This design comes from an exercise in tuning for small area on the open sky130 flow, not from production work.
In this exercise RTL edits were held to simulation tests only and were not proved equivalent to the original.
Power is estimated from default activity; no workload was simulated.

==> wip/maple <==
==> flow/design.v (excerpt) <==
module actionpoint_unit
(
   input  wire logic                  clk_debug,
   input  wire logic                  rst_a,
   input  wire logic                  i_en,           
   input  wire logic                  i_actionhalt,   
   input  wire logic                  i_aux_write,
   input  wire logic                  i_aux_read,
   input  wire logic [AUX_ADDR_W-1:0] i_aux_addr,
   input  wire logic [DATA_W-1:0]     i_aux_data,
   input  wire logic                  i_h_write,
   input  wire logic [AUX_ADDR_W-1:0] i_h_addr,
   input  wire logic [DATA_W-1:0]     i_h_data,
   input  wire logic [AUX_ADDR_W-1:0] i_rd_addr,
   input  wire logic [PC_W-1:0]       i_pc,
   input  wire logic                  i_pc_valid,
   input  wire logic [DATA_W-1:0]     i_mem_addr,
   input  wire logic                  i_mload,
   input  wire logic                  i_mstore,
   input  wire logic [DATA_W-1:0]     i_store_data,
   output logic [DATA_W-1:0]          o_rd_data,
   output logic                       o_brk,
   output logic                       o_swi,
  ...
==> module actionpoint_unit, before the edit <==
module actionpoint_unit
(
   input  wire logic                  clk_debug,
   input  wire logic                  rst_a,
   input  wire logic                  i_en,           
   input  wire logic                  i_actionhalt,   
   input  wire logic                  i_aux_write,
   input  wire logic                  i_aux_read,
   input  wire logic [AUX_ADDR_W-1:0] i_aux_addr,
   input  wire logic [DATA_W-1:0]     i_aux_data,
   input  wire logic                  i_h_write,
   input  wire logic [AUX_ADDR_W-1:0] i_h_addr,
   input  wire logic [DATA_W-1:0]     i_h_data,
   input  wire logic [AUX_ADDR_W-1:0] i_rd_addr,
   input  wire logic [PC_W-1:0]       i_pc,
   input  wire logic                  i_pc_valid,
   input  wire logic [DATA_W-1:0]     i_mem_addr,
   input  wire logic                  i_mload,
   input  wire logic                  i_mstore,
   input  wire logic [DATA_W-1:0]     i_store_data,
   output logic [DATA_W-1:0]          o_rd_data,
   output logic                       o_brk,
   output logic                       o_swi,
   output logic [NUM_APS-1:0]         o_status
);
   logic [DATA_W-1:0] value_r [NUM_APS];
   logic [DATA_W-1:0] mask_r  [NUM_APS];
   logic [AC_W-1:0]   ctrl_r  [NUM_APS];
   logic [NUM_APS-1:0] status_r;
   logic              regs_live;    
   logic                  host_w, hc_we, hc_in_map;
   logic [AUX_ADDR_W-1:0] hc_addr;
   logic [DATA_W-1:0]     hc_data;
   logic [3*NUM_APS-1:0]  hc_sel;       
   assign host_w    = i_h_write & i_en;    
   assign hc_we     = host_w | i_aux_write;
   assign hc_addr   = host_w ? i_h_addr : i_aux_addr;
   assign hc_data   = host_w ? i_h_data : i_aux_data;
   assign hc_in_map = hc_we & (hc_addr[AUX_ADDR_W-1:4] == AP_AUX_BASE[AUX_ADDR_W-1:4]);
   logic [DATA_W-1:0]  src [NUM_APS];
   logic [3:0]         tsel [NUM_APS];    
   logic [NUM_APS-1:0] strobe, match, raw, pair, action, qual, cap_sel, written;
   logic               cap;
   always_comb
   begin
      for (int i = 0; i < NUM_APS; i++)
      begin
         tsel[i] = 4'b0001 << ctrl_r[i][AC_TARGET_LSB +: 2];
         src[i]  = ({DATA_W{tsel[i][TGT_PC]}}         & i_pc) |
                   ({DATA_W{tsel[i][TGT_MEM_ADDR]}}   & i_mem_addr) |
                   ({DATA_W{tsel[i][TGT_STORE_DATA]}} & i_store_data) |
                   ({DATA_W{tsel[i][TGT_AUX_ADDR]}}   & DATA_W'(i_aux_addr));
         strobe[i] = (tsel[i][TGT_PC]         & i_pc_valid) |
                     (tsel[i][TGT_MEM_ADDR]   & (i_mload | i_mstore)) |
                     (tsel[i][TGT_STORE_DATA] & i_mstore) |
                     (tsel[i][TGT_AUX_ADDR]   & (i_aux_read | i_aux_write));
         match[i] = &((src[i] ~^ value_r[i]) | mask_r[i]);    
         raw[i]   = i_en & strobe[i] &
                    ((ctrl_r[i][1:0] == MODE_EQ) ? match[i] :
                     (ctrl_r[i][1:0] == MODE_NE) ? !match[i] : 1'b0);
         pair[i]   = ctrl_r[i][AC_PAIR];
         action[i] = ctrl_r[i][AC_ACTION];
      end
      for (int i = 0; i < NUM_APS; i++)
      begin
         if (pair[(i + NUM_APS - 1) % NUM_APS])
            qual[i] = 1'b0;    
         else if (pair[i])
            qual[i] = raw[i] & raw[(i + 1) % NUM_APS];
         else
            qual[i] = raw[i];
      end
      cap_sel[0] = qual[0];
      cap_sel[1] = qual[1] & ~qual[0];
      cap_sel[2] = qual[2] & ~|qual[1:0];
      cap_sel[3] = qual[3] & ~|qual[2:0];
      cap_sel    = cap_sel & {NUM_APS{~i_actionhalt}};
      cap        = |cap_sel;
      for (int k = 0; k < 3 * NUM_APS; k++)
         hc_sel[k] = ~cap & hc_in_map & (hc_addr[3:0] == 4'(k));
      for (int i = 0; i < NUM_APS; i++)
         written[i] = cap_sel[i] | hc_sel[3*i] | hc_sel[3*i+1] | hc_sel[3*i+2];
   end
   assign o_brk = |(qual & ~action);
   assign o_swi = |(qual & action);
   always_ff @(posedge clk_debug or posedge rst_a)
   begin
      if (rst_a)
         regs_live <= 1'b0;
      else
         regs_live <= 1'b1;
   end
   logic [DATA_W-1:0] wdata;
   always_comb
   begin
      wdata = ({DATA_W{~cap & host_w}} & i_h_data) | ({DATA_W{~cap & ~host_w}} & i_aux_data);
      for (int i = 0; i < NUM_APS; i++)
         wdata = wdata | ({DATA_W{cap_sel[i]}} & src[i]);
   end
   always_ff @(posedge clk_debug)
   begin
      for (int i = 0; i < NUM_APS; i++)
      begin
         value_r[i] <= ({DATA_W{cap_sel[i] | hc_sel[3*i]}} & wdata) |
                       ({DATA_W{regs_live & ~cap_sel[i] & ~hc_sel[3*i]}} & value_r[i]);
         mask_r[i]  <= ({DATA_W{hc_sel[3*i+1]}} & wdata) |
                       ({DATA_W{regs_live & ~hc_sel[3*i+1]}} & mask_r[i]);
      end
   end
   always_ff @(posedge clk_debug or posedge rst_a)
   begin
      if (rst_a)
      begin
         for (int i = 0; i < NUM_APS; i++)
            ctrl_r[i] <= '0;
         status_r <= '0;
      end
      else
      begin
         for (int i = 0; i < NUM_APS; i++)
            if (hc_sel[3*i+2]) ctrl_r[i] <= wdata[AC_W-1:0];    
         status_r <= (status_r & ~written) | qual;    
      end
   end
   assign o_status = status_r;
   logic                 rd_in_map;
   logic [3*NUM_APS-1:0] rd_sel;
   assign rd_in_map = i_rd_addr[AUX_ADDR_W-1:4] == AP_AUX_BASE[AUX_ADDR_W-1:4];
   always_comb
   begin
      for (int k = 0; k < 3 * NUM_APS; k++)
         rd_sel[k] = rd_in_map & (i_rd_addr[3:0] == 4'(k));
      o_rd_data = '0;    
      for (int i = 0; i < NUM_APS; i++)
         o_rd_data = o_rd_data |
                     ({DATA_W{rd_sel[3*i]   & regs_live}} & value_r[i]) |
                     ({DATA_W{rd_sel[3*i+1] & regs_live}} & mask_r[i]) |
                     ({DATA_W{rd_sel[3*i+2]}} & DATA_W'(ctrl_r[i]));
   end
endmodule
Settings: LEC_CHECK=0, CAP_MARGIN=20, CORE_MARGIN=2, CORE_UTILIZATION=40, SLEW_MARGIN=20; clock period 10.0 ns.
standard.sh (not shown) runs the stock make flow with config.mk's settings and CLKGATE_MAP_FILE= SYNTH_SCRIPT=/design/flow/synth_recipe.tcl, a recipe that flattens the netlist after the stock synthesis.
==> flow/flow/run.sh <==
#!/bin/bash
# Own layout flow: the standard flow (standard.sh) with
#  - an area-oriented ABC mapping script in place of ORFS's (everything else
#    in synthesis, including synth_recipe.tcl, is unchanged),
#  - the smallest buffer for the port buffers,
#  - small clock buffers and no dummy loads in CTS.
# Each tool's full output is in the ORFS logs under orfs/logs and in flow_*.log here.
set -euo pipefail
W=$PWD
F=$W/flow
cat > $W/my_synth.tcl <<EOT
proc abc {args} {
  set i [lsearch \$args -script]
  if {\$i >= 0} { lset args [expr {\$i + 1}] $F/area.abc }
  puts "abc with area script: \$args"
  yosys abc {*}\$args
}
source $W/synth_recipe.tcl
EOT
# the platform's don't-use cells, plus the larger buffers and delay cells, so that
# repair_design buffers high-fanout nets with buf_1/buf_2 (CTS uses clkbuf_4)
PLAT_DONT_USE="sky130_fd_sc_hd__probe_p_8 sky130_fd_sc_hd__probec_p_8 sky130_fd_sc_hd__lpflow_bleeder_1 sky130_fd_sc_hd__lpflow_clkbufkapwr_1 sky130_fd_sc_hd__lpflow_clkbufkapwr_16 sky130_fd_sc_hd__lpflow_clkbufkapwr_2 sky130_fd_sc_hd__lpflow_clkbufkapwr_4 sky130_fd_sc_hd__lpflow_clkbufkapwr_8 sky130_fd_sc_hd__lpflow_clkinvkapwr_1 sky130_fd_sc_hd__lpflow_clkinvkapwr_16 sky130_fd_sc_hd__lpflow_clkinvkapwr_2 sky130_fd_sc_hd__lpflow_clkinvkapwr_4 sky130_fd_sc_hd__lpflow_clkinvkapwr_8 sky130_fd_sc_hd__lpflow_decapkapwr_12 sky130_fd_sc_hd__lpflow_decapkapwr_3 sky130_fd_sc_hd__lpflow_decapkapwr_4 sky130_fd_sc_hd__lpflow_decapkapwr_6 sky130_fd_sc_hd__lpflow_decapkapwr_8 sky130_fd_sc_hd__lpflow_inputiso0n_1 sky130_fd_sc_hd__lpflow_inputiso0p_1 sky130_fd_sc_hd__lpflow_inputiso1n_1 sky130_fd_sc_hd__lpflow_inputiso1p_1 sky130_fd_sc_hd__lpflow_inputisolatch_1 sky130_fd_sc_hd__lpflow_isobufsrc_1 sky130_fd_sc_hd__lpflow_isobufsrc_16 sky130_fd_sc_hd__lpflow_isobufsrc_2 sky130_fd_sc_hd__lpflow_isobufsrc_4 sky130_fd_sc_hd__lpflow_isobufsrc_8 sky130_fd_sc_hd__lpflow_isobufsrckapwr_16 sky130_fd_sc_hd__lpflow_lsbuf_lh_hl_isowell_tap_1 sky130_fd_sc_hd__lpflow_lsbuf_lh_hl_isowell_tap_2 sky130_fd_sc_hd__lpflow_lsbuf_lh_hl_isowell_tap_4 sky130_fd_sc_hd__lpflow_lsbuf_lh_isowell_4 sky130_fd_sc_hd__lpflow_lsbuf_lh_isowell_tap_1 sky130_fd_sc_hd__lpflow_lsbuf_lh_isowell_tap_2 sky130_fd_sc_hd__lpflow_lsbuf_lh_isowell_tap_4"
EXTRA_DONT_USE="sky130_fd_sc_hd__buf_4 sky130_fd_sc_hd__buf_6 sky130_fd_sc_hd__buf_8 sky130_fd_sc_hd__buf_12 sky130_fd_sc_hd__buf_16 sky130_fd_sc_hd__bufbuf_8 sky130_fd_sc_hd__bufbuf_16 sky130_fd_sc_hd__clkbuf_8 sky130_fd_sc_hd__clkbuf_16 sky130_fd_sc_hd__clkdlybuf4s15_1 sky130_fd_sc_hd__clkdlybuf4s15_2 sky130_fd_sc_hd__clkdlybuf4s18_1 sky130_fd_sc_hd__clkdlybuf4s18_2 sky130_fd_sc_hd__clkdlybuf4s25_1 sky130_fd_sc_hd__clkdlybuf4s25_2 sky130_fd_sc_hd__clkdlybuf4s50_1 sky130_fd_sc_hd__clkdlybuf4s50_2 sky130_fd_sc_hd__dlygate4sd1_1 sky130_fd_sc_hd__dlygate4sd2_1 sky130_fd_sc_hd__dlygate4sd3_1 sky130_fd_sc_hd__dlymetal6s2s_1 sky130_fd_sc_hd__dlymetal6s4s_1 sky130_fd_sc_hd__dlymetal6s6s_1"
bash standard.sh \
  "DONT_USE_CELLS=$PLAT_DONT_USE $EXTRA_DONT_USE" \
  SYNTH_SCRIPT=$W/my_synth.tcl \
  ABC_AREA=1 \
  "BUFFER_PORTS_ARGS=-buffer_cell sky130_fd_sc_hd__buf_1" \
  "CTS_ARGS=-sink_clustering_enable -sink_clustering_size 8 -sink_clustering_max_diameter 50 -repair_clock_nets -dont_use_dummy_load -buf_list sky130_fd_sc_hd__clkbuf_4" \
  SLEW_MARGIN=10 CAP_MARGIN=10 CORE_UTILIZATION=50 \
  finish > $W/flow_make.log 2>&1
==> flow/flow/area.abc <==
strash
dch -f
amap -F 3 -A 20
topo
==> wip/cedar (differences from wip/maple) <==
--- a/flow/design.v
+++ b/flow/design.v
@@ -126,7 +126,7 @@
    logic [DATA_W-1:0] wdata;
    always_comb
    begin
-      wdata = ({DATA_W{~cap & host_w}} & i_h_data) | ({DATA_W{~cap & ~host_w}} & i_aux_data);
+      wdata = cap ? '0 : hc_data;
       for (int i = 0; i < NUM_APS; i++)
          wdata = wdata | ({DATA_W{cap_sel[i]}} & src[i]);
    end
@@ -136,7 +136,7 @@
       begin
          value_r[i] <= ({DATA_W{cap_sel[i] | hc_sel[3*i]}} & wdata) |
                        ({DATA_W{regs_live & ~cap_sel[i] & ~hc_sel[3*i]}} & value_r[i]);
-         mask_r[i]  <= ({DATA_W{hc_sel[3*i+1]}} & wdata) |
+         mask_r[i]  <= ({DATA_W{hc_sel[3*i+1]}} & hc_data) |
                        ({DATA_W{regs_live & ~hc_sel[3*i+1]}} & mask_r[i]);
       end
    end
@@ -151,7 +151,7 @@
       else
       begin
          for (int i = 0; i < NUM_APS; i++)
-            if (hc_sel[3*i+2]) ctrl_r[i] <= wdata[AC_W-1:0];    
+            if (hc_sel[3*i+2]) ctrl_r[i] <= hc_data[AC_W-1:0];    
          status_r <= (status_r & ~written) | qual;    
       end
    end
==> flow/flow/run.sh (replaced) <==
#!/bin/bash
# Own layout flow: the standard flow (standard.sh) with
#  - an area-oriented ABC mapping script in place of ORFS's (everything else
#    in synthesis, including synth_recipe.tcl, is unchanged),
#  - the smallest buffer for the port buffers,
#  - small clock buffers and no dummy loads in CTS.
# Each tool's full output is in the ORFS logs under orfs/logs and in flow_*.log here.
set -euo pipefail
W=$PWD
F=$W/flow
cat > $W/my_synth.tcl <<EOT
proc abc {args} {
  set i [lsearch \$args -script]
  if {\$i >= 0} { lset args [expr {\$i + 1}] $F/area.abc }
  puts "abc with area script: \$args"
  yosys abc {*}\$args
}
source $W/synth_recipe.tcl
EOT
bash standard.sh \
  SYNTH_SCRIPT=$W/my_synth.tcl \
  ABC_AREA=1 \
  "BUFFER_PORTS_ARGS=-buffer_cell sky130_fd_sc_hd__buf_1" \
  "CTS_ARGS=-sink_clustering_enable -sink_clustering_size 8 -sink_clustering_max_diameter 50 -repair_clock_nets -dont_use_dummy_load -buf_list sky130_fd_sc_hd__clkbuf_4" \
  SLEW_MARGIN=10 CAP_MARGIN=10 \
  finish > $W/flow_make.log 2>&1
==> flow/flow/area.abc (replaced) <==
strash
dc2
dch -f
amap
topo
==> wip/raven (differences from wip/maple) <==
--- a/flow/flow/run.sh
+++ b/flow/flow/run.sh
@@ -27,5 +27,5 @@
   ABC_AREA=1 \
   "BUFFER_PORTS_ARGS=-buffer_cell sky130_fd_sc_hd__buf_1" \
   "CTS_ARGS=-sink_clustering_enable -sink_clustering_size 8 -sink_clustering_max_diameter 50 -repair_clock_nets -dont_use_dummy_load -buf_list sky130_fd_sc_hd__clkbuf_4" \
-  SLEW_MARGIN=10 CAP_MARGIN=10 CORE_UTILIZATION=50 \
+  SLEW_MARGIN=5 CAP_MARGIN=5 \
   finish > $W/flow_make.log 2>&1
==> qor summary <==
Run status: wip/raven no timing/DRC/antenna violations; wip/maple no timing/DRC/antenna violations; wip/cedar no timing/DRC/antenna violations
Met2 Usage GRT: wip/raven 58.4%; wip/maple 66.3%; wip/cedar 62.0%
Worst path bufs/invs: wip/raven 4; wip/maple 5; wip/cedar 5
CP dominant cell by count: wip/raven sky130_fd_sc_hd__nor2_1; wip/maple sky130_fd_sc_hd__clkinv_1; wip/cedar sky130_fd_sc_hd__nor2_1
Worst Setup SP: wip/raven i_pc[8]; wip/maple ctrl_r[1][2]$_DFFE_PP0P_; wip/cedar i_aux_addr[10]
Sequential fraction of design power: wip/raven 57.0%; wip/maple 58.2%; wip/cedar 56.0%
Routed via count divided by cell count: wip/raven 7.16; wip/maple 7.43; wip/cedar 7.22
Cell with the biggest individual delay on the critical path: wip/raven sky130_fd_sc_hd__nand2_1; wip/maple sky130_fd_sc_hd__a2111oi_1; wip/cedar sky130_fd_sc_hd__a2111oi_1
Initial DRC count: wip/raven 3497; wip/maple 3787; wip/cedar 3185
Total global routing track utilization: wip/raven 38.9%; wip/maple 44.3%; wip/cedar 42.4%
Largest clock skew in the final design: wip/raven 91.0 ps; wip/maple 51.5 ps; wip/cedar 126 ps
Clk pwr share: wip/raven 31.8%; wip/maple 30.7%; wip/cedar 31.3%
Number of core rows: wip/raven 70; wip/maple 62; wip/cedar 70
Initial DRT Pass Iterations: wip/raven 17; wip/maple 16; wip/cedar 11
Met2 wire length: wip/raven 32300 um; wip/maple 30200 um; wip/cedar 34700 um
Fin crit period: wip/raven 8990 ps; wip/maple 9030 ps; wip/cedar 8380 ps
Synth-to-layout area growth: wip/raven 16.1%; wip/maple 15.1%; wip/cedar 16.0%
Final-layout clock-cell area share: wip/raven 2.03%; wip/maple 1.87%; wip/cedar 1.90%
Met1 routed wirelength after detailed routing: wip/raven 29400 um; wip/maple 26200 um; wip/cedar 30900 um
Routability congestion estimate: wip/raven 1.05; wip/maple 1.00; wip/cedar 1.01
Die extent in x: wip/raven 195 um; wip/maple 175 um; wip/cedar 197 um
Leakage power: wip/raven 0.00520 uW; wip/maple 0.00516 uW; wip/cedar 0.00524 uW

-- static timing again, ports no longer ideal --
The results above use ideal ports. As a check the final layouts listed here were re-extracted and re-timed, cells and wires unchanged.
Step 1 sets driving cells, clkbuf_16 on the clock port and buf_2 on the other inputs (assumed; they add their load-dependent delay and slew).
Step 2, shift: input delay + t, output delay - t, t = (earliest + latest rising clock arrival at the registers) / 2. This alone moves slack from input paths to output paths.
a / b / c = no drivers / after step 1 / after step 2; a / b = the first two.
run	t, ns	setup slack, ns	hold slack, ns	worst setup path at the end	worst data-port slew with drivers (ns)
wip/maple	0.718	0.966 / 0.966 / 0.378	0.485 / 0.485 / 0.485	input to register	0.08
wip/cedar	0.750	1.618 / 1.646 / 0.896	0.484 / 0.484 / 0.484	input to register	0.06
wip/raven	0.758	1.006 / 1.031 / 0.273	0.482 / 0.482 / 0.482	input to register	0.05
After both steps setup and hold are still met in every run listed. For wip/raven, which loses most, drivers alone change the setup slack by +0.025 ns; drivers and shift together by -0.733 ns.
